Source: an optimization exercise on an open RTL-to-GDS flow (aim: small area, a short achievable clock period and few clock cycles per item). Production flows keep margins and buffers that such runs may drop.
Only the layout flow was run in this run; the RTL was not checked for function there.

==> design/flow/design.v <==
`default_nettype none
package nn_pkg;
  localparam int n_in  = 4;
  localparam int n_hid = 3;
  localparam int n_w1  = n_in * n_hid;
endpackage
`default_nettype wire
`timescale 1ns/1ps
`default_nettype none
module nn_ctrl (
  input  wire                                  clk,
  input  wire                                  rst_n,
  input  wire                                  in_valid_d,
  input  wire  [nn_pkg::n_w1-1:0]              w1_ok,
  input  wire  [nn_pkg::n_hid-1:0]             w2_ok,
  output logic                                 mac_first,   
  output logic [nn_pkg::n_w1-1:0]              w1_sel,      
  output logic [nn_pkg::n_hid-1:0]             w2_sel,      
  output logic                                 l2,          
  output logic                                 rot_d,       
  output logic                                 out_valid
);
  typedef enum logic [2:0] {
    st_idle,
    st_burst,
    st_slow,
    st_l2,
    st_out
  } state_t;
  state_t     state;
  logic [2:0] cnt;      
  logic [2:0] sstep;    
  logic [3:0] k_n;      
  logic       first_n;
  logic       l2_n;
  logic       rot_n;
  logic       valid_n;
  always_comb begin
    k_n     = 4'b0000;
    first_n = 1'b1;
    l2_n    = 1'b0;
    rot_n   = 1'b0;
    valid_n = 1'b0;
    case (state)
      st_idle: begin
        if (in_valid_d) begin
          k_n = 4'b0001;
        end
      end
      st_burst: begin
        if (in_valid_d) begin
          first_n = 1'b0;
          case (cnt)
            3'd1:    k_n = 4'b0010;
            3'd2:    k_n = 4'b0100;
            3'd3:    k_n = 4'b1000;
            default: k_n = 4'b0000;
          endcase
        end else if (cnt == 3'd4) begin
          l2_n = 1'b1;
        end else begin
          rot_n = 1'b1;
        end
      end
      st_slow: begin
        first_n = (sstep == 3'd0) || (sstep == 3'd4);
        rot_n   = (sstep < 3'd3);
        case (sstep)
          3'd0:    k_n = 4'b0001;
          3'd1:    k_n = 4'b0010;
          3'd2:    k_n = 4'b0100;
          3'd3:    k_n = 4'b1000;
          default: l2_n = 1'b1;
        endcase
      end
      st_l2: begin
        valid_n = 1'b1;
      end
      default: begin
      end
    endcase
  end
  always_ff @(posedge clk or negedge rst_n) begin
    if (!rst_n) begin
      state <= st_idle;
      cnt   <= '0;
      sstep <= '0;
    end else begin
      case (state)
        st_idle: begin
          if (in_valid_d) begin
            state <= st_burst;
            cnt   <= 3'd1;
          end
        end
        st_burst: begin
          if (in_valid_d) begin
            if (cnt != 3'd5) cnt <= cnt + 3'd1;
          end else if (cnt == 3'd4) begin
            state <= st_l2;
          end else begin
            state <= st_slow;
            sstep <= '0;
          end
        end
        st_slow: begin
          sstep <= sstep + 3'd1;
          if (sstep == 3'd4) state <= st_l2;
        end
        st_l2: begin
          state <= st_out;
        end
        default: begin
          state <= st_idle;
        end
      endcase
    end
  end
  always_ff @(posedge clk or negedge rst_n) begin
    if (!rst_n) begin
      mac_first <= 1'b0;
      w1_sel    <= '0;
      w2_sel    <= '0;
      l2        <= 1'b0;
      rot_d     <= 1'b0;
      out_valid <= 1'b0;
    end else begin
      mac_first <= first_n;
      for (int j = 0; j < nn_pkg::n_hid; j++) begin
        for (int i = 0; i < nn_pkg::n_in; i++) begin
          w1_sel[j*nn_pkg::n_in + i] <= k_n[i] & w1_ok[j*nn_pkg::n_in + i];
        end
        w2_sel[j] <= l2_n & w2_ok[j];
      end
      l2        <= l2_n;
      rot_d     <= rot_n;
      out_valid <= valid_n;
    end
  end
endmodule
`default_nettype wire
`timescale 1ns/1ps
`default_nettype none
module nn_operand_store #(
  parameter int data_w = 16
) (
  input  wire                                         clk,
  input  wire                                         rst_n,
  input  wire                                         in_valid_w1,
  input  wire                                         in_valid_w2,
  input  wire                                         in_valid_d,
  input  wire                                         rot_d,
  input  wire  [data_w-1:0]                           weight1,
  input  wire  [data_w-1:0]                           weight2,
  input  wire  [data_w-1:0]                           data_point,
  output logic [nn_pkg::n_w1-1:0][data_w-1:0]         w1,
  output logic [nn_pkg::n_hid-1:0][data_w-1:0]        w2,
  output logic [nn_pkg::n_in-1:0][data_w-1:0]         d,
  output logic [nn_pkg::n_w1-1:0]                     w1_ok,
  output logic [nn_pkg::n_hid-1:0]                    w2_ok,
  output logic [nn_pkg::n_in-1:0]                     d_ok
);
  always_ff @(posedge clk) begin
    if (in_valid_w1) begin
      w1 <= {weight1, w1[nn_pkg::n_w1-1:1]};
    end
  end
  always_ff @(posedge clk) begin
    if (in_valid_w2) begin
      w2 <= {weight2, w2[nn_pkg::n_hid-1:1]};
    end
  end
  always_ff @(posedge clk) begin
    if (in_valid_d || rot_d) begin
      d <= {(in_valid_d ? data_point : d[0]), d[nn_pkg::n_in-1:1]};
    end
  end
  always_ff @(posedge clk or negedge rst_n) begin
    if (!rst_n) begin
      w1_ok <= '0;
      w2_ok <= '0;
      d_ok  <= '0;
    end else begin
      if (in_valid_w1) begin
        w1_ok <= {1'b1, w1_ok[nn_pkg::n_w1-1:1]};
      end
      if (in_valid_w2) begin
        w2_ok <= {1'b1, w2_ok[nn_pkg::n_hid-1:1]};
      end
      if (in_valid_d || rot_d) begin
        d_ok <= {(in_valid_d | d_ok[0]), d_ok[nn_pkg::n_in-1:1]};
      end
    end
  end
endmodule
`default_nettype wire
`timescale 1ns/1ps
`default_nettype none
module nn_mac_lane #(
  parameter int data_w = 16,
  parameter int lane   = 0
) (
  input  wire                                 clk,
  input  wire                                 mac_first,
  input  wire  [nn_pkg::n_w1-1:0]             w1_sel,
  input  wire                                 w2_sel,
  input  wire                                 l2,
  input  wire  [data_w-1:0]                   x,
  input  wire                                 x_ok,
  input  wire  [nn_pkg::n_w1-1:0][data_w-1:0] w1,
  input  wire  [data_w-1:0]                   w2,
  output logic [data_w-1:0]                   acc
);
  logic [data_w-1:0] x_op;
  logic [data_w-1:0] w_op;
  logic [data_w-1:0] addend;
  logic [data_w-1:0] nxt;
  logic              take_x;
  logic              take_h;
  assign take_x = !l2 && x_ok;
  assign take_h = l2 && !acc[data_w-1];
  assign x_op   = ({data_w{take_x}} & x) | ({data_w{take_h}} & acc);
  assign w_op   = ({data_w{w1_sel[lane*nn_pkg::n_in + 0]}} & w1[lane*nn_pkg::n_in + 0]) |
                  ({data_w{w1_sel[lane*nn_pkg::n_in + 1]}} & w1[lane*nn_pkg::n_in + 1]) |
                  ({data_w{w1_sel[lane*nn_pkg::n_in + 2]}} & w1[lane*nn_pkg::n_in + 2]) |
                  ({data_w{w1_sel[lane*nn_pkg::n_in + 3]}} & w1[lane*nn_pkg::n_in + 3]) |
                  ({data_w{w2_sel}} & w2);
  assign addend = mac_first ? '0 : acc;
  nn_mul_add u_mul (
    .x   (x_op),
    .w   (w_op),
    .add (addend),
    .y   (nxt)
  );
  always_ff @(posedge clk) begin
    acc <= nxt;
  end
endmodule
module nn_mul_add (input wire [15:0] x, input wire [15:0] w, input wire [15:0] add, output wire [15:0] y);
  wire b_one0 = x[0];
  wire b_two0 = x[1] & ~x[0];
  wire b_neg0 = x[1];
  wire pp0_0 = ((b_one0 & w[0])) ^ b_neg0;
  wire pp0_1 = ((b_one0 & w[1]) | (b_two0 & w[0])) ^ b_neg0;
  wire pp0_2 = ((b_one0 & w[2]) | (b_two0 & w[1])) ^ b_neg0;
  wire pp0_3 = ((b_one0 & w[3]) | (b_two0 & w[2])) ^ b_neg0;
  wire pp0_4 = ((b_one0 & w[4]) | (b_two0 & w[3])) ^ b_neg0;
  wire pp0_5 = ((b_one0 & w[5]) | (b_two0 & w[4])) ^ b_neg0;
  wire pp0_6 = ((b_one0 & w[6]) | (b_two0 & w[5])) ^ b_neg0;
  wire pp0_7 = ((b_one0 & w[7]) | (b_two0 & w[6])) ^ b_neg0;
  wire pp0_8 = ((b_one0 & w[8]) | (b_two0 & w[7])) ^ b_neg0;
  wire pp0_9 = ((b_one0 & w[9]) | (b_two0 & w[8])) ^ b_neg0;
  wire pp0_10 = ((b_one0 & w[10]) | (b_two0 & w[9])) ^ b_neg0;
  wire pp0_11 = ((b_one0 & w[11]) | (b_two0 & w[10])) ^ b_neg0;
  wire pp0_12 = ((b_one0 & w[12]) | (b_two0 & w[11])) ^ b_neg0;
  wire pp0_13 = ((b_one0 & w[13]) | (b_two0 & w[12])) ^ b_neg0;
  wire pp0_14 = ((b_one0 & w[14]) | (b_two0 & w[13])) ^ b_neg0;
  wire pp0_15 = ((b_one0 & w[15]) | (b_two0 & w[14])) ^ b_neg0;
  wire pp0_16 = ((b_one0 & w[15]) | (b_two0 & w[15])) ^ b_neg0;
  wire pp0_16n = ~pp0_16;
  wire b_one1 = x[2] ^ x[1];
  wire b_two1 = (x[3] & ~x[2] & ~x[1]) | (~x[3] & x[2] & x[1]);
  wire b_neg1 = x[3];
  wire pp1_0 = ((b_one1 & w[0])) ^ b_neg1;
  wire pp1_1 = ((b_one1 & w[1]) | (b_two1 & w[0])) ^ b_neg1;
  wire pp1_2 = ((b_one1 & w[2]) | (b_two1 & w[1])) ^ b_neg1;
  wire pp1_3 = ((b_one1 & w[3]) | (b_two1 & w[2])) ^ b_neg1;
  wire pp1_4 = ((b_one1 & w[4]) | (b_two1 & w[3])) ^ b_neg1;
  wire pp1_5 = ((b_one1 & w[5]) | (b_two1 & w[4])) ^ b_neg1;
  wire pp1_6 = ((b_one1 & w[6]) | (b_two1 & w[5])) ^ b_neg1;
  wire pp1_7 = ((b_one1 & w[7]) | (b_two1 & w[6])) ^ b_neg1;
  wire pp1_8 = ((b_one1 & w[8]) | (b_two1 & w[7])) ^ b_neg1;
  wire pp1_9 = ((b_one1 & w[9]) | (b_two1 & w[8])) ^ b_neg1;
  wire pp1_10 = ((b_one1 & w[10]) | (b_two1 & w[9])) ^ b_neg1;
  wire pp1_11 = ((b_one1 & w[11]) | (b_two1 & w[10])) ^ b_neg1;
  wire pp1_12 = ((b_one1 & w[12]) | (b_two1 & w[11])) ^ b_neg1;
  wire pp1_13 = ((b_one1 & w[13]) | (b_two1 & w[12])) ^ b_neg1;
  wire pp1_14 = ((b_one1 & w[14]) | (b_two1 & w[13])) ^ b_neg1;
  wire pp1_15 = ((b_one1 & w[15]) | (b_two1 & w[14])) ^ b_neg1;
  wire pp1_16 = ((b_one1 & w[15]) | (b_two1 & w[15])) ^ b_neg1;
  wire pp1_16n = ~pp1_16;
  wire b_one2 = x[4] ^ x[3];
  wire b_two2 = (x[5] & ~x[4] & ~x[3]) | (~x[5] & x[4] & x[3]);
  wire b_neg2 = x[5];
  wire pp2_0 = ((b_one2 & w[0])) ^ b_neg2;
  wire pp2_1 = ((b_one2 & w[1]) | (b_two2 & w[0])) ^ b_neg2;
  wire pp2_2 = ((b_one2 & w[2]) | (b_two2 & w[1])) ^ b_neg2;
  wire pp2_3 = ((b_one2 & w[3]) | (b_two2 & w[2])) ^ b_neg2;
  wire pp2_4 = ((b_one2 & w[4]) | (b_two2 & w[3])) ^ b_neg2;
  wire pp2_5 = ((b_one2 & w[5]) | (b_two2 & w[4])) ^ b_neg2;
  wire pp2_6 = ((b_one2 & w[6]) | (b_two2 & w[5])) ^ b_neg2;
  wire pp2_7 = ((b_one2 & w[7]) | (b_two2 & w[6])) ^ b_neg2;
  wire pp2_8 = ((b_one2 & w[8]) | (b_two2 & w[7])) ^ b_neg2;
  wire pp2_9 = ((b_one2 & w[9]) | (b_two2 & w[8])) ^ b_neg2;
  wire pp2_10 = ((b_one2 & w[10]) | (b_two2 & w[9])) ^ b_neg2;
  wire pp2_11 = ((b_one2 & w[11]) | (b_two2 & w[10])) ^ b_neg2;
  wire pp2_12 = ((b_one2 & w[12]) | (b_two2 & w[11])) ^ b_neg2;
  wire pp2_13 = ((b_one2 & w[13]) | (b_two2 & w[12])) ^ b_neg2;
  wire pp2_14 = ((b_one2 & w[14]) | (b_two2 & w[13])) ^ b_neg2;
  wire pp2_15 = ((b_one2 & w[15]) | (b_two2 & w[14])) ^ b_neg2;
  wire pp2_16 = ((b_one2 & w[15]) | (b_two2 & w[15])) ^ b_neg2;
  wire pp2_16n = ~pp2_16;
  wire b_one3 = x[6] ^ x[5];
  wire b_two3 = (x[7] & ~x[6] & ~x[5]) | (~x[7] & x[6] & x[5]);
  wire b_neg3 = x[7];
  wire pp3_0 = ((b_one3 & w[0])) ^ b_neg3;
  wire pp3_1 = ((b_one3 & w[1]) | (b_two3 & w[0])) ^ b_neg3;
  wire pp3_2 = ((b_one3 & w[2]) | (b_two3 & w[1])) ^ b_neg3;
  wire pp3_3 = ((b_one3 & w[3]) | (b_two3 & w[2])) ^ b_neg3;
  wire pp3_4 = ((b_one3 & w[4]) | (b_two3 & w[3])) ^ b_neg3;
  wire pp3_5 = ((b_one3 & w[5]) | (b_two3 & w[4])) ^ b_neg3;
  wire pp3_6 = ((b_one3 & w[6]) | (b_two3 & w[5])) ^ b_neg3;
  wire pp3_7 = ((b_one3 & w[7]) | (b_two3 & w[6])) ^ b_neg3;
  wire pp3_8 = ((b_one3 & w[8]) | (b_two3 & w[7])) ^ b_neg3;
  wire pp3_9 = ((b_one3 & w[9]) | (b_two3 & w[8])) ^ b_neg3;
  wire pp3_10 = ((b_one3 & w[10]) | (b_two3 & w[9])) ^ b_neg3;
  wire pp3_11 = ((b_one3 & w[11]) | (b_two3 & w[10])) ^ b_neg3;
  wire pp3_12 = ((b_one3 & w[12]) | (b_two3 & w[11])) ^ b_neg3;
  wire pp3_13 = ((b_one3 & w[13]) | (b_two3 & w[12])) ^ b_neg3;
  wire pp3_14 = ((b_one3 & w[14]) | (b_two3 & w[13])) ^ b_neg3;
  wire pp3_15 = ((b_one3 & w[15]) | (b_two3 & w[14])) ^ b_neg3;
  wire pp3_16 = ((b_one3 & w[15]) | (b_two3 & w[15])) ^ b_neg3;
  wire pp3_16n = ~pp3_16;
  wire b_one4 = x[8] ^ x[7];
  wire b_two4 = (x[9] & ~x[8] & ~x[7]) | (~x[9] & x[8] & x[7]);
  wire b_neg4 = x[9];
  wire pp4_0 = ((b_one4 & w[0])) ^ b_neg4;
  wire pp4_1 = ((b_one4 & w[1]) | (b_two4 & w[0])) ^ b_neg4;
  wire pp4_2 = ((b_one4 & w[2]) | (b_two4 & w[1])) ^ b_neg4;
  wire pp4_3 = ((b_one4 & w[3]) | (b_two4 & w[2])) ^ b_neg4;
  wire pp4_4 = ((b_one4 & w[4]) | (b_two4 & w[3])) ^ b_neg4;
  wire pp4_5 = ((b_one4 & w[5]) | (b_two4 & w[4])) ^ b_neg4;
  wire pp4_6 = ((b_one4 & w[6]) | (b_two4 & w[5])) ^ b_neg4;
  wire pp4_7 = ((b_one4 & w[7]) | (b_two4 & w[6])) ^ b_neg4;
  wire pp4_8 = ((b_one4 & w[8]) | (b_two4 & w[7])) ^ b_neg4;
  wire pp4_9 = ((b_one4 & w[9]) | (b_two4 & w[8])) ^ b_neg4;
  wire pp4_10 = ((b_one4 & w[10]) | (b_two4 & w[9])) ^ b_neg4;
  wire pp4_11 = ((b_one4 & w[11]) | (b_two4 & w[10])) ^ b_neg4;
  wire pp4_12 = ((b_one4 & w[12]) | (b_two4 & w[11])) ^ b_neg4;
  wire pp4_13 = ((b_one4 & w[13]) | (b_two4 & w[12])) ^ b_neg4;
  wire pp4_14 = ((b_one4 & w[14]) | (b_two4 & w[13])) ^ b_neg4;
  wire pp4_15 = ((b_one4 & w[15]) | (b_two4 & w[14])) ^ b_neg4;
  wire b_one5 = x[10] ^ x[9];
  wire b_two5 = (x[11] & ~x[10] & ~x[9]) | (~x[11] & x[10] & x[9]);
  wire b_neg5 = x[11];
  wire pp5_0 = ((b_one5 & w[0])) ^ b_neg5;
  wire pp5_1 = ((b_one5 & w[1]) | (b_two5 & w[0])) ^ b_neg5;
  wire pp5_2 = ((b_one5 & w[2]) | (b_two5 & w[1])) ^ b_neg5;
  wire pp5_3 = ((b_one5 & w[3]) | (b_two5 & w[2])) ^ b_neg5;
  wire pp5_4 = ((b_one5 & w[4]) | (b_two5 & w[3])) ^ b_neg5;
  wire pp5_5 = ((b_one5 & w[5]) | (b_two5 & w[4])) ^ b_neg5;
  wire pp5_6 = ((b_one5 & w[6]) | (b_two5 & w[5])) ^ b_neg5;
  wire pp5_7 = ((b_one5 & w[7]) | (b_two5 & w[6])) ^ b_neg5;
  wire pp5_8 = ((b_one5 & w[8]) | (b_two5 & w[7])) ^ b_neg5;
  wire pp5_9 = ((b_one5 & w[9]) | (b_two5 & w[8])) ^ b_neg5;
  wire pp5_10 = ((b_one5 & w[10]) | (b_two5 & w[9])) ^ b_neg5;
  wire pp5_11 = ((b_one5 & w[11]) | (b_two5 & w[10])) ^ b_neg5;
  wire pp5_12 = ((b_one5 & w[12]) | (b_two5 & w[11])) ^ b_neg5;
  wire pp5_13 = ((b_one5 & w[13]) | (b_two5 & w[12])) ^ b_neg5;
  wire b_one6 = x[12] ^ x[11];
  wire b_two6 = (x[13] & ~x[12] & ~x[11]) | (~x[13] & x[12] & x[11]);
  wire b_neg6 = x[13];
  wire pp6_0 = ((b_one6 & w[0])) ^ b_neg6;
  wire pp6_1 = ((b_one6 & w[1]) | (b_two6 & w[0])) ^ b_neg6;
  wire pp6_2 = ((b_one6 & w[2]) | (b_two6 & w[1])) ^ b_neg6;
  wire pp6_3 = ((b_one6 & w[3]) | (b_two6 & w[2])) ^ b_neg6;
  wire pp6_4 = ((b_one6 & w[4]) | (b_two6 & w[3])) ^ b_neg6;
  wire pp6_5 = ((b_one6 & w[5]) | (b_two6 & w[4])) ^ b_neg6;
  wire pp6_6 = ((b_one6 & w[6]) | (b_two6 & w[5])) ^ b_neg6;
  wire pp6_7 = ((b_one6 & w[7]) | (b_two6 & w[6])) ^ b_neg6;
  wire pp6_8 = ((b_one6 & w[8]) | (b_two6 & w[7])) ^ b_neg6;
  wire pp6_9 = ((b_one6 & w[9]) | (b_two6 & w[8])) ^ b_neg6;
  wire pp6_10 = ((b_one6 & w[10]) | (b_two6 & w[9])) ^ b_neg6;
  wire pp6_11 = ((b_one6 & w[11]) | (b_two6 & w[10])) ^ b_neg6;
  wire b_one7 = x[14] ^ x[13];
  wire b_two7 = (x[15] & ~x[14] & ~x[13]) | (~x[15] & x[14] & x[13]);
  wire b_neg7 = x[15];
  wire pp7_0 = ((b_one7 & w[0])) ^ b_neg7;
  wire pp7_1 = ((b_one7 & w[1]) | (b_two7 & w[0])) ^ b_neg7;
  wire pp7_2 = ((b_one7 & w[2]) | (b_two7 & w[1])) ^ b_neg7;
  wire pp7_3 = ((b_one7 & w[3]) | (b_two7 & w[2])) ^ b_neg7;
  wire pp7_4 = ((b_one7 & w[4]) | (b_two7 & w[3])) ^ b_neg7;
  wire pp7_5 = ((b_one7 & w[5]) | (b_two7 & w[4])) ^ b_neg7;
  wire pp7_6 = ((b_one7 & w[6]) | (b_two7 & w[5])) ^ b_neg7;
  wire pp7_7 = ((b_one7 & w[7]) | (b_two7 & w[6])) ^ b_neg7;
  wire pp7_8 = ((b_one7 & w[8]) | (b_two7 & w[7])) ^ b_neg7;
  wire pp7_9 = ((b_one7 & w[9]) | (b_two7 & w[8])) ^ b_neg7;
  wire s1 = b_neg7 ^ add[6];
  wire c2 = b_neg7 & add[6];
  wire s3 = add[7] ^ pp0_15;
  wire c4 = add[7] & pp0_15;
  wire s5 = add[8] ^ pp0_16;
  wire c6 = add[8] & pp0_16;
  wire s7 = add[9] ^ pp0_16;
  wire c8 = add[9] & pp0_16;
  wire s9 = add[10] ^ pp0_16n;
  wire c10 = add[10] & pp0_16n;
  wire s11 = b_neg4 ^ add[0];
  wire c12 = b_neg4 & add[0];
  wire s13 = add[1] ^ pp0_9;
  wire c14 = add[1] & pp0_9;
  wire s15 = b_neg5 ^ add[2] ^ pp0_10;
  wire c16 = (b_neg5 & add[2]) | (b_neg5 & pp0_10) | (add[2] & pp0_10);
  wire s17 = pp1_8 ^ pp2_6;
  wire c18 = pp1_8 & pp2_6;
  wire s19 = add[3] ^ pp0_11 ^ pp1_9;
  wire c20 = (add[3] & pp0_11) | (add[3] & pp1_9) | (pp0_11 & pp1_9);
  wire s21 = pp2_7 ^ pp3_5;
  wire c22 = pp2_7 & pp3_5;
  wire s23 = b_neg6 ^ add[4] ^ pp0_12;
  wire c24 = (b_neg6 & add[4]) | (b_neg6 & pp0_12) | (add[4] & pp0_12);
  wire s25 = pp1_10 ^ pp2_8 ^ pp3_6;
  wire c26 = (pp1_10 & pp2_8) | (pp1_10 & pp3_6) | (pp2_8 & pp3_6);
  wire s27 = pp4_4 ^ pp5_2;
  wire c28 = pp4_4 & pp5_2;
  wire s29 = add[5] ^ pp0_13 ^ pp1_11;
  wire c30 = (add[5] & pp0_13) | (add[5] & pp1_11) | (pp0_13 & pp1_11);
  wire s31 = pp2_9 ^ pp3_7 ^ pp4_5;
  wire c32 = (pp2_9 & pp3_7) | (pp2_9 & pp4_5) | (pp3_7 & pp4_5);
  wire s33 = pp5_3 ^ pp6_1;
  wire c34 = pp5_3 & pp6_1;
  wire s35 = s1 ^ pp0_14 ^ pp1_12;
  wire c36 = (s1 & pp0_14) | (s1 & pp1_12) | (pp0_14 & pp1_12);
  wire s37 = pp2_10 ^ pp3_8 ^ pp4_6;
  wire c38 = (pp2_10 & pp3_8) | (pp2_10 & pp4_6) | (pp3_8 & pp4_6);
  wire s39 = pp5_4 ^ pp6_2 ^ pp7_0;
  wire c40 = (pp5_4 & pp6_2) | (pp5_4 & pp7_0) | (pp6_2 & pp7_0);
  wire s41 = c2 ^ pp1_13 ^ pp2_11;
  wire c42 = (c2 & pp1_13) | (c2 & pp2_11) | (pp1_13 & pp2_11);
  wire s43 = pp3_9 ^ pp4_7 ^ pp5_5;
  wire c44 = (pp3_9 & pp4_7) | (pp3_9 & pp5_5) | (pp4_7 & pp5_5);
  wire s45 = pp6_3 ^ pp7_1 ^ s3;
  wire c46 = (pp6_3 & pp7_1) | (pp6_3 & s3) | (pp7_1 & s3);
  wire s47 = pp1_14 ^ pp2_12 ^ pp3_10;
  wire c48 = (pp1_14 & pp2_12) | (pp1_14 & pp3_10) | (pp2_12 & pp3_10);
  wire s49 = pp4_8 ^ pp5_6 ^ pp6_4;
  wire c50 = (pp4_8 & pp5_6) | (pp4_8 & pp6_4) | (pp5_6 & pp6_4);
  wire s51 = pp7_2 ^ c4 ^ s5;
  wire c52 = (pp7_2 & c4) | (pp7_2 & s5) | (c4 & s5);
  wire s53 = pp1_15 ^ pp2_13 ^ pp3_11;
  wire c54 = (pp1_15 & pp2_13) | (pp1_15 & pp3_11) | (pp2_13 & pp3_11);
  wire s55 = pp4_9 ^ pp5_7 ^ pp6_5;
  wire c56 = (pp4_9 & pp5_7) | (pp4_9 & pp6_5) | (pp5_7 & pp6_5);
  wire s57 = pp7_3 ^ c6 ^ s7;
  wire c58 = (pp7_3 & c6) | (pp7_3 & s7) | (c6 & s7);
  wire s59 = pp1_16n ^ pp2_14 ^ pp3_12;
  wire c60 = (pp1_16n & pp2_14) | (pp1_16n & pp3_12) | (pp2_14 & pp3_12);
  wire s61 = pp4_10 ^ pp5_8 ^ pp6_6;
  wire c62 = (pp4_10 & pp5_8) | (pp4_10 & pp6_6) | (pp5_8 & pp6_6);
  wire s63 = pp7_4 ^ c8 ^ s9;
  wire c64 = (pp7_4 & c8) | (pp7_4 & s9) | (c8 & s9);
  wire s65 = 1'b1 ^ add[11] ^ pp2_15;
  wire c66 = (1'b1 & add[11]) | (1'b1 & pp2_15) | (add[11] & pp2_15);
  wire s67 = pp3_13 ^ pp4_11 ^ pp5_9;
  wire c68 = (pp3_13 & pp4_11) | (pp3_13 & pp5_9) | (pp4_11 & pp5_9);
  wire s69 = pp6_7 ^ pp7_5 ^ c10;
  wire c70 = (pp6_7 & pp7_5) | (pp6_7 & c10) | (pp7_5 & c10);
  wire s71 = add[12] ^ pp2_16n ^ pp3_14;
  wire c72 = (add[12] & pp2_16n) | (add[12] & pp3_14) | (pp2_16n & pp3_14);
  wire s73 = pp4_12 ^ pp5_10 ^ pp6_8;
  wire c74 = (pp4_12 & pp5_10) | (pp4_12 & pp6_8) | (pp5_10 & pp6_8);
  wire s75 = 1'b1 ^ add[13] ^ pp3_15;
  wire c76 = (1'b1 & add[13]) | (1'b1 & pp3_15) | (add[13] & pp3_15);
  wire s77 = pp4_13 ^ pp5_11;
  wire c78 = pp4_13 & pp5_11;
  wire s79 = add[14] ^ pp3_16n ^ pp4_14;
  wire c80 = (add[14] & pp3_16n) | (add[14] & pp4_14) | (pp3_16n & pp4_14);
  wire s81 = 1'b1 ^ add[15];
  wire c82 = 1'b1 & add[15];
  wire s83 = b_neg3 ^ pp0_6;
  wire c84 = b_neg3 & pp0_6;
  wire s85 = pp0_7 ^ pp1_5;
  wire c86 = pp0_7 & pp1_5;
  wire s87 = s11 ^ pp0_8 ^ pp1_6;
  wire c88 = (s11 & pp0_8) | (s11 & pp1_6) | (pp0_8 & pp1_6);
  wire s89 = pp2_4 ^ pp3_2;
  wire c90 = pp2_4 & pp3_2;
  wire s91 = c12 ^ pp1_7 ^ pp2_5;
  wire c92 = (c12 & pp1_7) | (c12 & pp2_5) | (pp1_7 & pp2_5);
  wire s93 = pp3_3 ^ pp4_1 ^ s13;
  wire c94 = (pp3_3 & pp4_1) | (pp3_3 & s13) | (pp4_1 & s13);
  wire s95 = pp3_4 ^ pp4_2 ^ pp5_0;
  wire c96 = (pp3_4 & pp4_2) | (pp3_4 & pp5_0) | (pp4_2 & pp5_0);
  wire s97 = c14 ^ s17 ^ s15;
  wire c98 = (c14 & s17) | (c14 & s15) | (s17 & s15);
  wire s99 = pp4_3 ^ pp5_1 ^ c18;
  wire c100 = (pp4_3 & pp5_1) | (pp4_3 & c18) | (pp5_1 & c18);
  wire s101 = s21 ^ c16 ^ s19;
  wire c102 = (s21 & c16) | (s21 & s19) | (c16 & s19);
  wire s103 = pp6_0 ^ c22 ^ s27;
  wire c104 = (pp6_0 & c22) | (pp6_0 & s27) | (c22 & s27);
  wire s105 = c20 ^ s23 ^ s25;
  wire c106 = (c20 & s23) | (c20 & s25) | (s23 & s25);
  wire s107 = c28 ^ s33 ^ c24;
  wire c108 = (c28 & s33) | (c28 & c24) | (s33 & c24);
  wire s109 = c26 ^ s29 ^ s31;
  wire c110 = (c26 & s29) | (c26 & s31) | (s29 & s31);
  wire s111 = c34 ^ c30 ^ c32;
  wire c112 = (c34 & c30) | (c34 & c32) | (c30 & c32);
  wire s113 = s35 ^ s37 ^ s39;
  wire c114 = (s35 & s37) | (s35 & s39) | (s37 & s39);
  wire s115 = c36 ^ c38 ^ c40;
  wire c116 = (c36 & c38) | (c36 & c40) | (c38 & c40);
  wire s117 = s41 ^ s43 ^ s45;
  wire c118 = (s41 & s43) | (s41 & s45) | (s43 & s45);
  wire s119 = c42 ^ c44 ^ s47;
  wire c120 = (c42 & c44) | (c42 & s47) | (c44 & s47);
  wire s121 = s49 ^ c46 ^ s51;
  wire c122 = (s49 & c46) | (s49 & s51) | (c46 & s51);
  wire s123 = c48 ^ c50 ^ s53;
  wire c124 = (c48 & c50) | (c48 & s53) | (c50 & s53);
  wire s125 = s55 ^ c52 ^ s57;
  wire c126 = (s55 & c52) | (s55 & s57) | (c52 & s57);
  wire s127 = c54 ^ c56 ^ s59;
  wire c128 = (c54 & c56) | (c54 & s59) | (c56 & s59);
  wire s129 = s61 ^ c58 ^ s63;
  wire c130 = (s61 & c58) | (s61 & s63) | (c58 & s63);
  wire s131 = c60 ^ c62 ^ s65;
  wire c132 = (c60 & c62) | (c60 & s65) | (c62 & s65);
  wire s133 = s67 ^ c64 ^ s69;
  wire c134 = (s67 & c64) | (s67 & s69) | (c64 & s69);
  wire s135 = pp7_6 ^ c66 ^ c68;
  wire c136 = (pp7_6 & c66) | (pp7_6 & c68) | (c66 & c68);
  wire s137 = s71 ^ s73 ^ c70;
  wire c138 = (s71 & s73) | (s71 & c70) | (s73 & c70);
  wire s139 = pp6_9 ^ pp7_7 ^ s77;
  wire c140 = (pp6_9 & pp7_7) | (pp6_9 & s77) | (pp7_7 & s77);
  wire s141 = c72 ^ c74 ^ s75;
  wire c142 = (c72 & c74) | (c72 & s75) | (c74 & s75);
  wire s143 = pp5_12 ^ pp6_10 ^ pp7_8;
  wire c144 = (pp5_12 & pp6_10) | (pp5_12 & pp7_8) | (pp6_10 & pp7_8);
  wire s145 = c78 ^ c76 ^ s79;
  wire c146 = (c78 & c76) | (c78 & s79) | (c76 & s79);
  wire s147 = s81 ^ pp4_15 ^ pp5_13;
  wire c148 = (s81 & pp4_15) | (s81 & pp5_13) | (pp4_15 & pp5_13);
  wire s149 = pp6_11 ^ pp7_9 ^ c80;
  wire c150 = (pp6_11 & pp7_9) | (pp6_11 & c80) | (pp7_9 & c80);
  wire s151 = b_neg2 ^ pp0_4;
  wire c152 = b_neg2 & pp0_4;
  wire s153 = pp0_5 ^ pp1_3;
  wire c154 = pp0_5 & pp1_3;
  wire s155 = pp1_4 ^ pp2_2 ^ pp3_0;
  wire c156 = (pp1_4 & pp2_2) | (pp1_4 & pp3_0) | (pp2_2 & pp3_0);
  wire s157 = pp2_3 ^ pp3_1 ^ c84;
  wire c158 = (pp2_3 & pp3_1) | (pp2_3 & c84) | (pp3_1 & c84);
  wire s159 = pp4_0 ^ c86 ^ s89;
  wire c160 = (pp4_0 & c86) | (pp4_0 & s89) | (c86 & s89);
  wire s161 = c90 ^ c88 ^ s91;
  wire c162 = (c90 & c88) | (c90 & s91) | (c88 & s91);
  wire s163 = c92 ^ s95 ^ c94;
  wire c164 = (c92 & s95) | (c92 & c94) | (s95 & c94);
  wire s165 = c96 ^ s99 ^ c98;
  wire c166 = (c96 & s99) | (c96 & c98) | (s99 & c98);
  wire s167 = c100 ^ s103 ^ c102;
  wire c168 = (c100 & s103) | (c100 & c102) | (s103 & c102);
  wire s169 = c104 ^ c106 ^ s107;
  wire c170 = (c104 & c106) | (c104 & s107) | (c106 & s107);
  wire s171 = c108 ^ c110 ^ s111;
  wire c172 = (c108 & c110) | (c108 & s111) | (c110 & s111);
  wire s173 = c112 ^ c114 ^ s115;
  wire c174 = (c112 & c114) | (c112 & s115) | (c114 & s115);
  wire s175 = c116 ^ s119 ^ c118;
  wire c176 = (c116 & s119) | (c116 & c118) | (s119 & c118);
  wire s177 = c120 ^ s123 ^ c122;
  wire c178 = (c120 & s123) | (c120 & c122) | (s123 & c122);
  wire s179 = c124 ^ s127 ^ c126;
  wire c180 = (c124 & s127) | (c124 & c126) | (s127 & c126);
  wire s181 = c128 ^ s131 ^ c130;
  wire c182 = (c128 & s131) | (c128 & c130) | (s131 & c130);
  wire s183 = c132 ^ s135 ^ c134;
  wire c184 = (c132 & s135) | (c132 & c134) | (s135 & c134);
  wire s185 = c136 ^ s139 ^ s141;
  wire c186 = (c136 & s139) | (c136 & s141) | (s139 & s141);
  wire s187 = s143 ^ c140 ^ c142;
  wire c188 = (s143 & c140) | (s143 & c142) | (c140 & c142);
  wire s189 = c144 ^ s147 ^ c146;
  wire c190 = (c144 & s147) | (c144 & c146) | (s147 & c146);
  wire s191 = b_neg1 ^ pp0_2;
  wire c192 = b_neg1 & pp0_2;
  wire s193 = pp0_3 ^ pp1_1;
  wire c194 = pp0_3 & pp1_1;
  wire s195 = pp1_2 ^ pp2_0 ^ s151;
  wire c196 = (pp1_2 & pp2_0) | (pp1_2 & s151) | (pp2_0 & s151);
  wire s197 = pp2_1 ^ c152 ^ s153;
  wire c198 = (pp2_1 & c152) | (pp2_1 & s153) | (c152 & s153);
  wire s199 = c154 ^ s83 ^ s155;
  wire c200 = (c154 & s83) | (c154 & s155) | (s83 & s155);
  wire s201 = s85 ^ c156 ^ s157;
  wire c202 = (s85 & c156) | (s85 & s157) | (c156 & s157);
  wire s203 = s87 ^ c158 ^ s159;
  wire c204 = (s87 & c158) | (s87 & s159) | (c158 & s159);
  wire s205 = c160 ^ s93 ^ s161;
  wire c206 = (c160 & s93) | (c160 & s161) | (s93 & s161);
  wire s207 = c162 ^ s97 ^ s163;
  wire c208 = (c162 & s97) | (c162 & s163) | (s97 & s163);
  wire s209 = s101 ^ c164 ^ s165;
  wire c210 = (s101 & c164) | (s101 & s165) | (c164 & s165);
  wire s211 = s105 ^ c166 ^ s167;
  wire c212 = (s105 & c166) | (s105 & s167) | (c166 & s167);
  wire s213 = s109 ^ c168 ^ s169;
  wire c214 = (s109 & c168) | (s109 & s169) | (c168 & s169);
  wire s215 = s113 ^ c170 ^ s171;
  wire c216 = (s113 & c170) | (s113 & s171) | (c170 & s171);
  wire s217 = s117 ^ c172 ^ s173;
  wire c218 = (s117 & c172) | (s117 & s173) | (c172 & s173);
  wire s219 = s121 ^ c174 ^ s175;
  wire c220 = (s121 & c174) | (s121 & s175) | (c174 & s175);
  wire s221 = s125 ^ c176 ^ s177;
  wire c222 = (s125 & c176) | (s125 & s177) | (c176 & s177);
  wire s223 = s129 ^ c178 ^ s179;
  wire c224 = (s129 & c178) | (s129 & s179) | (c178 & s179);
  wire s225 = s133 ^ c180 ^ s181;
  wire c226 = (s133 & c180) | (s133 & s181) | (c180 & s181);
  wire s227 = s137 ^ c182 ^ s183;
  wire c228 = (s137 & c182) | (s137 & s183) | (c182 & s183);
  wire s229 = c138 ^ s185 ^ c184;
  wire c230 = (c138 & s185) | (c138 & c184) | (s185 & c184);
  wire s231 = s145 ^ c186 ^ s187;
  wire c232 = (s145 & c186) | (s145 & s187) | (c186 & s187);
  wire s233 = s149 ^ c188 ^ s189;
  wire c234 = (s149 & c188) | (s149 & s189) | (c188 & s189);
  wire [23:0] ra = {c232, s231, c228, c226, c224, c222, c220, c218, c216, c214, c212, c210, c208, c206, c204, c202, c200, c198, c196, c194, c192, pp1_0, pp0_1, b_neg0};
  wire [23:0] rb = {s233, c230, s229, s227, s225, s223, s221, s219, s217, s215, s213, s211, s209, s207, s205, s203, s201, s199, s197, s195, s193, s191, 1'b0, pp0_0};
  wire [23:0] sum = ra + rb;
  assign y = sum[23:8];
endmodule
`default_nettype wire
`timescale 1ns/1ps
`default_nettype none
module nn_hidden_layer #(
  parameter int data_w = 16
) (
  input  wire                                          clk,
  input  wire                                          mac_first,
  input  wire  [nn_pkg::n_w1-1:0]                      w1_sel,
  input  wire  [nn_pkg::n_hid-1:0]                     w2_sel,
  input  wire                                          l2,
  input  wire  [data_w-1:0]                            x,
  input  wire                                          x_ok,
  input  wire  [nn_pkg::n_w1-1:0][data_w-1:0]          w1,
  input  wire  [nn_pkg::n_hid-1:0][data_w-1:0]         w2,
  output logic [nn_pkg::n_hid-1:0][data_w-1:0]         acc
);
  for (genvar lane = 0; lane < nn_pkg::n_hid; lane++) begin : g_lane
    nn_mac_lane #(
      .data_w (data_w),
      .lane   (lane)
    ) u_lane (
      .clk       (clk),
      .mac_first (mac_first),
      .w1_sel    (w1_sel),
      .w2_sel    (w2_sel[lane]),
      .l2        (l2),
      .x         (x),
      .x_ok      (x_ok),
      .w1        (w1),
      .w2        (w2[lane]),
      .acc       (acc[lane])
    );
  end
endmodule
`default_nettype wire
`timescale 1ns/1ps
`default_nettype none
module nn_output_neuron #(
  parameter int data_w = 16
) (
  input  wire                                          valid,
  input  wire  [nn_pkg::n_hid-1:0][data_w-1:0]         p,
  output logic [data_w-1:0]                            out
);
  logic [data_w-1:0] sum;
  assign sum = p[0] + p[1] + p[2];
  assign out = valid ? sum : '0;
endmodule
`default_nettype wire
`timescale 1ns/1ps
`default_nettype none
module nn_top #(
  parameter int data_w = 16,
  parameter int frac_w = 8
) (
  input  wire                clk,
  input  wire                rst_n,
  input  wire                in_valid_w1,
  input  wire                in_valid_w2,
  input  wire                in_valid_d,
  input  wire  [data_w-1:0]  weight1,
  input  wire  [data_w-1:0]  weight2,
  input  wire  [data_w-1:0]  data_point,
  output logic               out_valid,
  output logic [data_w-1:0]  out
);
  logic                                  mac_first;
  logic [nn_pkg::n_w1-1:0]               w1_sel;
  logic [nn_pkg::n_hid-1:0]              w2_sel;
  logic [nn_pkg::n_w1-1:0]               w1_ok;
  logic [nn_pkg::n_hid-1:0]              w2_ok;
  logic [nn_pkg::n_in-1:0]               d_ok;
  logic                                  l2;
  logic                                  rot_d;
  logic [nn_pkg::n_w1-1:0][data_w-1:0]   w1;
  logic [nn_pkg::n_hid-1:0][data_w-1:0]  w2;
  logic [nn_pkg::n_in-1:0][data_w-1:0]   d;
  logic [nn_pkg::n_hid-1:0][data_w-1:0]  acc;
  nn_ctrl u_ctrl (
    .clk        (clk),
    .rst_n      (rst_n),
    .in_valid_d (in_valid_d),
    .w1_ok      (w1_ok),
    .w2_ok      (w2_ok),
    .mac_first  (mac_first),
    .w1_sel     (w1_sel),
    .w2_sel     (w2_sel),
    .l2         (l2),
    .rot_d      (rot_d),
    .out_valid  (out_valid)
  );
  nn_operand_store #(
    .data_w (data_w)
  ) u_store (
    .clk         (clk),
    .rst_n       (rst_n),
    .in_valid_w1 (in_valid_w1),
    .in_valid_w2 (in_valid_w2),
    .in_valid_d  (in_valid_d),
    .rot_d       (rot_d),
    .weight1     (weight1),
    .weight2     (weight2),
    .data_point  (data_point),
    .w1          (w1),
    .w2          (w2),
    .d           (d),
    .w1_ok       (w1_ok),
    .w2_ok       (w2_ok),
    .d_ok        (d_ok)
  );
  nn_hidden_layer #(
    .data_w (data_w)
  ) u_hidden (
    .clk       (clk),
    .mac_first (mac_first),
    .w1_sel    (w1_sel),
    .w2_sel    (w2_sel),
    .l2        (l2),
    .x         (d[nn_pkg::n_in-1]),
    .x_ok      (d_ok[nn_pkg::n_in-1]),
    .w1        (w1),
    .w2        (w2),
    .acc       (acc)
  );
  nn_output_neuron #(
    .data_w (data_w)
  ) u_output (
    .valid (out_valid),
    .p     (acc),
    .out   (out)
  );
endmodule
`default_nettype wire
==> design/flow/run.sh <==
#!/bin/bash
# synth_recipe.tcl (not shown) runs the flow's synth.tcl, then flattens the netlist and writes it again
# the make line also repeats each setting of config.mk as NAME=value (left out here)
make -C /OpenROAD-flow-scripts/flow DESIGN_CONFIG=/design/flow/config.mk WORK_HOME=/design/flow/orfs CLKGATE_MAP_FILE= SYNTH_SCRIPT=/design/flow/synth_recipe.tcl finish
==> design/flow/config.mk <==
export PLATFORM = sky130hd
export DESIGN_NAME = nn_top
export DESIGN_NICKNAME = nn_top
export VERILOG_FILES = /design/flow/design.v
export SDC_FILE = /design/flow/constraint.sdc
export NUM_CORES = 4
export LEC_CHECK = 0
export CAP_MARGIN = 20
export CORE_MARGIN = 2
export CORE_UTILIZATION = 40
export SLEW_MARGIN = 20
==> design/flow/constraint.sdc <==
create_clock -name core_clock -period 12.0 [get_ports {clk}]
set_input_delay 2.4000 -clock core_clock [delete_from_list [all_inputs] [get_ports {clk}]]
set_output_delay 2.4000 -clock core_clock [all_outputs]
set_load 0.01 [all_outputs]
==> reports/qor.csv <==
metric;value;unit
post-route-drc-count;0;
cp_data_required_time;12.55;ns
yosysUniqueCellTypes;79;
core.rowCount;110;
cp.buffers_inverters;5;
hold_viol_final;0;
drive_above_1_share;6.35;%
setup_viol;0;
crit_slowest_cell;nor2_1;
rsz0062_at_grt;no;
outcome;timing/DRC/antenna clean;
grt_pass1_vias;29729;
min_from;u_store.d[43];
tns;0;ns
ys.flop_type;edfxtp_1;
cap_violations;0;
synth_cells;3914;
antenna_left;0;
tightest_slew;1.21;ns
ctsHoldBuffers;0;
grt_pass1_wl;190000;microns
wl_per_cell;25.3;microns
slew_violations;0;
worst_r2r_endpoint;u_hidden.g_lane[2].u_lane.acc[15];
synth-warning-count;5;
crit_family;adder cells;
period_needed;7.71;ns
avgViaCountPerCell;6.38;
path_max_fanout;61;
cts_buffers;48;
r2r_cells;24;
antenna_found_initial;4;
cts_resized;0;
final_nets;4248;
gp_congestion;0.964;
dieArea;92700;sq um
max_freq;130;MHz
mappedNetlistArea;36100;sq um
start_util;40.2;%
endpoint_kind;flip-flop;
post-cts-setup-buffers;0;
yosysSeqAreaShare;31.2;%
hpwl;91200;microns
final_util;43.6;%
min_path_cells;0;
r2r_setup_slack;4.29;ns
fp.dieH;304;microns
cts.clk_slew.worst_paths;0.06;ns
final_common_cell;a21oi_1;
r2r_start;u_ctrl.l2;
synth_edf_count;304;
fin_ws;4.29;ns
port_buffers;69;
root_buffer;clkbuf_16;
dieWidth;304;microns
most-common-layout-cells;a21oi_1 (388), inv_1 (371), o21ai_0 (323);
clockBufferDepth;3;
dp_slack;4.48;ns
routed_wl;126000;microns
grt.overflow.total;0;
num_vias;31715;
hp-class;flip-flop to flip-flop;
final.period_utilization;64.3;%
cts_tree;built;
relSlewSlack;19.6;%
syn_area_per_cell;9.23;sq um
holdPathEnd;u_store.d[27];
area_delta_synth_final;8.28;%
syn_nets;4406;
cp_common_cell;fa_1;
crit_chain;nor2b_4 -> buf_4 -> a22oi_1 -> buf_4 -> clkinv_1 -> nor2_1 -> a221oi_1 -> a21oi_1 -> a21oi_1 -> fa_1 -> fa_1 -> inv_1 -> fa_1 -> fa_1 -> ha_1 -> a21o_1 -> a21o_1 -> a21oi_1 -> inv_1 -> nor3b_1 -> a21oi_2 -> a31o_2 -> a31oi_1 -> xnor2_1;
synth-seq-cells;399;
h-tree-depth;2;
dr.pass1.iters;8;
fp.coreArea;89700;sq um
io_pins;70;
finClkSkew;0.0377;ns
first_iter_violations;5133;
cpPeakStageDelay;1.03;ns
async_flop_share;11.8;%
holdWs;0.413;ns
grt_max_degree;80;
crit_arrival;8.26;ns
cp-start-kind;flip-flop;
grtUsageTotal;26.6;%
critical_path_class;flip-flop to flip-flop;
clk_latency;0.63;ns
cts_num_sinks;399;
[stage by stage]
stage	cell area (sq um)	std cells
floorplan	36100	3914
global placement	37500	4882
detailed placement	37500	4882
CTS	39100	4972
global route	39100	4972
finish	39100	4973
[worst max path at each step]
stage                          startpoint                                end  slack, ns  cells after the start
after floorplan           u_store.d_ok[3]  u_hidden.g_lane[2].u_lane.acc[15]       6.02                     25
after global placement          u_ctrl.l2  u_hidden.g_lane[2].u_lane.acc[15]       4.53                     24
after detailed placement        u_ctrl.l2  u_hidden.g_lane[2].u_lane.acc[15]       4.48                     24
after CTS                       u_ctrl.l2  u_hidden.g_lane[2].u_lane.acc[15]       4.47                     24
after global routing            u_ctrl.l2  u_hidden.g_lane[2].u_lane.acc[15]       3.85                     24
final                           u_ctrl.l2  u_hidden.g_lane[2].u_lane.acc[15]       4.29                     24
[cell type report]
cell class,count,area [sq um]
clock inverter,23,274
sequential,399,11300
tap,1176,1470
clock buffer,67,1320
multi-input combinational,2778,22100
timing repair buffer,145,1250
inverter,384,1440
fill,8717,50600
antenna,1,2.50
[registers in the layout, summed over array words and instances (netlist names)]
name / cells
u_ctrl.l2: 1
u_ctrl.out_valid: 1
u_store.w2: 48
u_store.w2_ok: 3
u_hidden.g_lane.u_lane.acc: 48
u_ctrl.rot_d: 1
u_ctrl.state: 3
u_ctrl.cnt: 3
u_store.d: 64
u_store.d_ok: 4
u_ctrl.w2_sel: 3
u_store.w1: 192
u_ctrl.sstep: 3
u_store.w1_ok: 12
u_ctrl.mac_first: 1
u_ctrl.w1_sel: 12
[worst register-to-register path, delay by kind of cell (launching register included)]
family,cells,cell delay [ns]
buffers and inverters,5,1.45
xor gates and xnor gates,1,0.13
adders and majority gates,5,2.28
AOI/OAI and AO/OA,10,1.94
and+or+nand+nor,3,1.31
DFF,1,0.54
[per-layer routing]
layer | track usage [%] | routed length (microns)
met5 | 0 | 46
met4 | 12.3 | 6820
met3 | 4.49 | 12500
met2 | 40.6 | 55000
met1 | 37.1 | 51500
[logic make-up (layout without fill, tap and decap cells)]
kind of cell	Yosys count	in the layout	synth area share (%)
AO/OA/AOI/OAI	1452	1452	25.5
XOR/XNOR	155	155	3.80
adder cells (fa/ha/maj)	441	441	21.3
buffers and inverters	737	619	7.81
flip-flops	399	399	31.2
multiplexers	32	32	0.998
other	0	1	0
AND/OR/NAND/NOR	698	698	9.40
[synth_stat cells, types with 28 or more instances]
library cell / number / share of area, %
fa_1: 289 / 16
dfrtp_1: 47 / 3.3
buf_2: 37 / 0.51
nor2b_1: 50 / 0.87
nand2_1: 275 / 2.9
buf_1: 28 / 0.29
ha_1: 150 / 5.2
xnor2_1: 129 / 3.1
and4_1: 46 / 1.1
o21ai_0: 323 / 4.5
clkbuf_1: 286 / 3.0
a221oi_1: 31 / 0.75
edfxtp_1: 304 / 25
nor2_1: 142 / 1.5
a22oi_1: 91 / 1.9
inv_1: 372 / 3.9
mux2_2: 32 / 1.0
nand3_1: 36 / 0.50
dfxtp_1: 48 / 2.7
o22ai_1: 263 / 4.6
a21oi_1: 388 / 5.4
o221ai_1: 166 / 4.0
nand4_1: 45 / 0.78

what the ideal ports hide:
No port has a modelled driver above. Below, the same layout with a new extraction and two added sets of constraints.
Step 1, drivers: a clkbuf_16 drives clk and a buf_2 each remaining input, both assumed.
Step 2, shift: input delay + t, output delay - t, t = (earliest + latest rising clock arrival at the registers) / 2. This alone moves slack from input paths to output paths.
a / b / c = ideal / step 1 / step 2; a / b = the first two.
t (ns): 0.679
slack for setup (ns): 4.290 / 4.290 / 4.290
clock arrival spread, ns: 0.039 / 0.039
After both steps this run still meets setup and hold. The setup slack of this run moves by 0.000 ns with the drivers and by 0.000 ns with both steps.
